Source: an optimization exercise on an open RTL-to-GDS flow (aim: small area and a short achievable clock period). Production flows keep margins and buffers that such runs may drop. Function was checked by simulation only, so behaviour that the tests miss may differ from the original. No activity file was given, so power comes from the tool's default toggle rates.

Design branch_target_cache, start of the top module:
module branch_target_cache #(
    parameter int ADDR_W    = branch_target_cache_pkg::DEF_ADDR_W,
    parameter int NUM_ENTRY = branch_target_cache_pkg::DEF_NUM_ENTRY
) (
    input  logic                           clk_i,
    input  logic                           arst_i,
    input  logic                           flush_i,
    input  logic [ADDR_W-1:0]              pc_i,
    input  logic                           upd_valid_i,
    input  logic [ADDR_W-1:0]              upd_current_i,
    input  logic [ADDR_W-1:0]              upd_next_i,
    output logic                           hit_o,
    output logic [ADDR_W-1:0]              target_o,
    output logic                           alloc_o,
    output logic                           evict_o,
    output logic [$clog2(NUM_ENTRY+1)-1:0] count_o
);
For scale: ~2,000 flip-flops, roughly 270 I/O pins, about 98,000 µm² of cells after synthesis.
export LEC_CHECK = 0
export CAP_MARGIN = 20
export CORE_MARGIN = 2
export CORE_UTILIZATION = 60
export CTS_BUF_LIST = sky130_fd_sc_hd__clkbuf_16
export CTS_CLUSTER_DIAMETER = 80
export CTS_CLUSTER_SIZE = 25
export PLACE_DENSITY = 0.8
export SLEW_MARGIN = 30
export SYNTH_HIERARCHICAL = 1
create_clock -name core_clock -period 15.0 [get_ports {clk_i}]
standard.sh (not shown) runs the stock make flow with config.mk's settings and CLKGATE_MAP_FILE= SYNTH_SCRIPT=/design/flow/synth_recipe.tcl, a recipe that flattens the netlist after the stock synthesis.
==> flow/flow/run.sh <==
#!/bin/bash
set -euo pipefail
PB="BUFFER_PORTS_ARGS=-buffer_cell sky130_fd_sc_hd__buf_4"
bash standard.sh SETUP_SLACK_MARGIN=6.4 "$PB" cts > make_cts.log 2>&1
bash standard.sh SETUP_SLACK_MARGIN=4 "$PB" finish > make_finish.log 2>&1
The baseline finished clean.
Edit:
--- a/flow/flow/run.sh
+++ b/flow/flow/run.sh
@@ -4 +4 @@
-bash standard.sh SETUP_SLACK_MARGIN=6.4 "$PB" cts > make_cts.log 2>&1
+bash standard.sh SETUP_SLACK_MARGIN=6.5 "$PB" cts > make_cts.log 2>&1
--- a/flow/config.mk
+++ b/flow/config.mk
@@ -15 +15 @@
-export SLEW_MARGIN = 30
+export SLEW_MARGIN = 20
Effect:
- This time the run finished with max-slew violations left
- non-clock buffer count is lower by 15
- critical path depth is higher by 2
- clock-buffer cell count is higher by 4
- routed wire length is higher by 1.3%
- worst hold slack is better by 12 ps
- combinational power is higher by about 1%
- area after synthesis does not change
- global-route usage is higher by 0.51 points
- utilization is higher by 0.55 points
- die area stays the same
- register-to-register slack is worse by 40 ps
Edit:
--- a/flow/flow/run.sh
+++ b/flow/flow/run.sh
@@ -4 +4 @@
-bash standard.sh SETUP_SLACK_MARGIN=6.5 "$PB" cts > make_cts.log 2>&1
+bash standard.sh SETUP_SLACK_MARGIN=6.25 "$PB" cts > make_cts.log 2>&1
--- a/flow/config.mk
+++ b/flow/config.mk
@@ -10 +10 @@
-export CORE_UTILIZATION = 60
+export CORE_UTILIZATION = 65
The changed run finished with timing, DRC and antenna clean.
Final cell count goes down by 1.9%.
Hold slack got worse by 18 ps.
Via count drops by 0.37%.
Sequential cell count does not change.
First-iteration DRC count rises by 5.0%.
Setup slack gets worse by 260 ps.

---

## build 26
branch_target_cache, a different RTL version from the one above (not shown whole).
Size: ~6,200 cells after synthesis, ~2,000 flip-flops, ~270 I/O pins, about 94,000 um^2 of cells after synthesis.
clock: 15.0 ns
lec_check: 0
cap_margin: 20
core_margin: 2
core_utilization: 60
cts_buf_list: sky130_fd_sc_hd__clkbuf_16
cts_cluster_diameter: 80
cts_cluster_size: 25
place_density: 0.8
slew_margin: 20
synth_hierarchical: 1
==> flow/flow/run.sh <==
#!/bin/bash
set -euo pipefail
PB="BUFFER_PORTS_ARGS=-buffer_cell sky130_fd_sc_hd__buf_4"
bash standard.sh SETUP_SLACK_MARGIN=6 "$PB" cts > make_cts.log 2>&1
bash standard.sh SETUP_SLACK_MARGIN=4 "$PB" finish > make_finish.log 2>&1
What build 33 does differently from build 26 at the input level:
--- a/flow/config.mk
+++ b/flow/config.mk
@@ -8,9 +8,9 @@
 export CAP_MARGIN = 20
 export CORE_MARGIN = 2
-export CORE_UTILIZATION = 60
+export CORE_UTILIZATION = 70
 export CTS_BUF_LIST = sky130_fd_sc_hd__clkbuf_16
 export CTS_CLUSTER_DIAMETER = 80
 export CTS_CLUSTER_SIZE = 25
-export PLACE_DENSITY = 0.8
+export PLACE_DENSITY = 0.85
 export SLEW_MARGIN = 20
 export SYNTH_HIERARCHICAL = 1
Notes after the runs:
Build 33 ended up with a lower portion of total power attributed to the clock network than build 26 did. Taking build 33 over build 26, the number of cells upsized or downsized after cts ratio works out to 1.17. Largest fanout of any net on the critical path (build 33 over build 26): increase, 32. Between build 26 and build 33, the cell count went down. Total combinational power, build 26 and build 33: smaller value in build 26. Total routed wirelength grows slightly when moving from build 26 to build 33. The run showing the greater worst path setup slack after routing is build 26.

## re-timing with driven ports
In the flow no input, the clock included, has a driving cell. The finished layouts below were timed again as built, in two steps. Step 1, drivers: a clkbuf_16 drives clk_i and a buf_2 each remaining input, both assumed. Step 2 adds t to the input delays and takes it off the output delays; t is the mean of the earliest and latest rising clock arrival at the registers after step 1. Input paths then give back, and output paths get back, about the clock's delay inside the block. Slacks: no drivers / after step 1 / after step 2; pairs: no drivers / after step 1.
run	shift t [ns]	slack for setup (ns)	slew at the worst register clock pin (ns)	worst slew at a driven data input, ns
the first run of note 1	0.845	6.169 / 5.976 / 5.740	0.10 / 0.10	0.21
the second run of note 1	0.849	6.180 / 6.003 / 5.706	0.10 / 0.10	0.21
the third run of note 1	0.867	5.921 / 5.817 / 5.603	0.11 / 0.11	0.22
build 26	0.863	5.541 / 5.380 / 5.380	0.11 / 0.11	0.28
build 33	0.869	5.294 / 5.242 / 5.242	0.11 / 0.11	0.29
For the second run of note 1, which loses most, drivers alone change the setup slack by -0.177 ns; drivers and shift together by -0.474 ns.
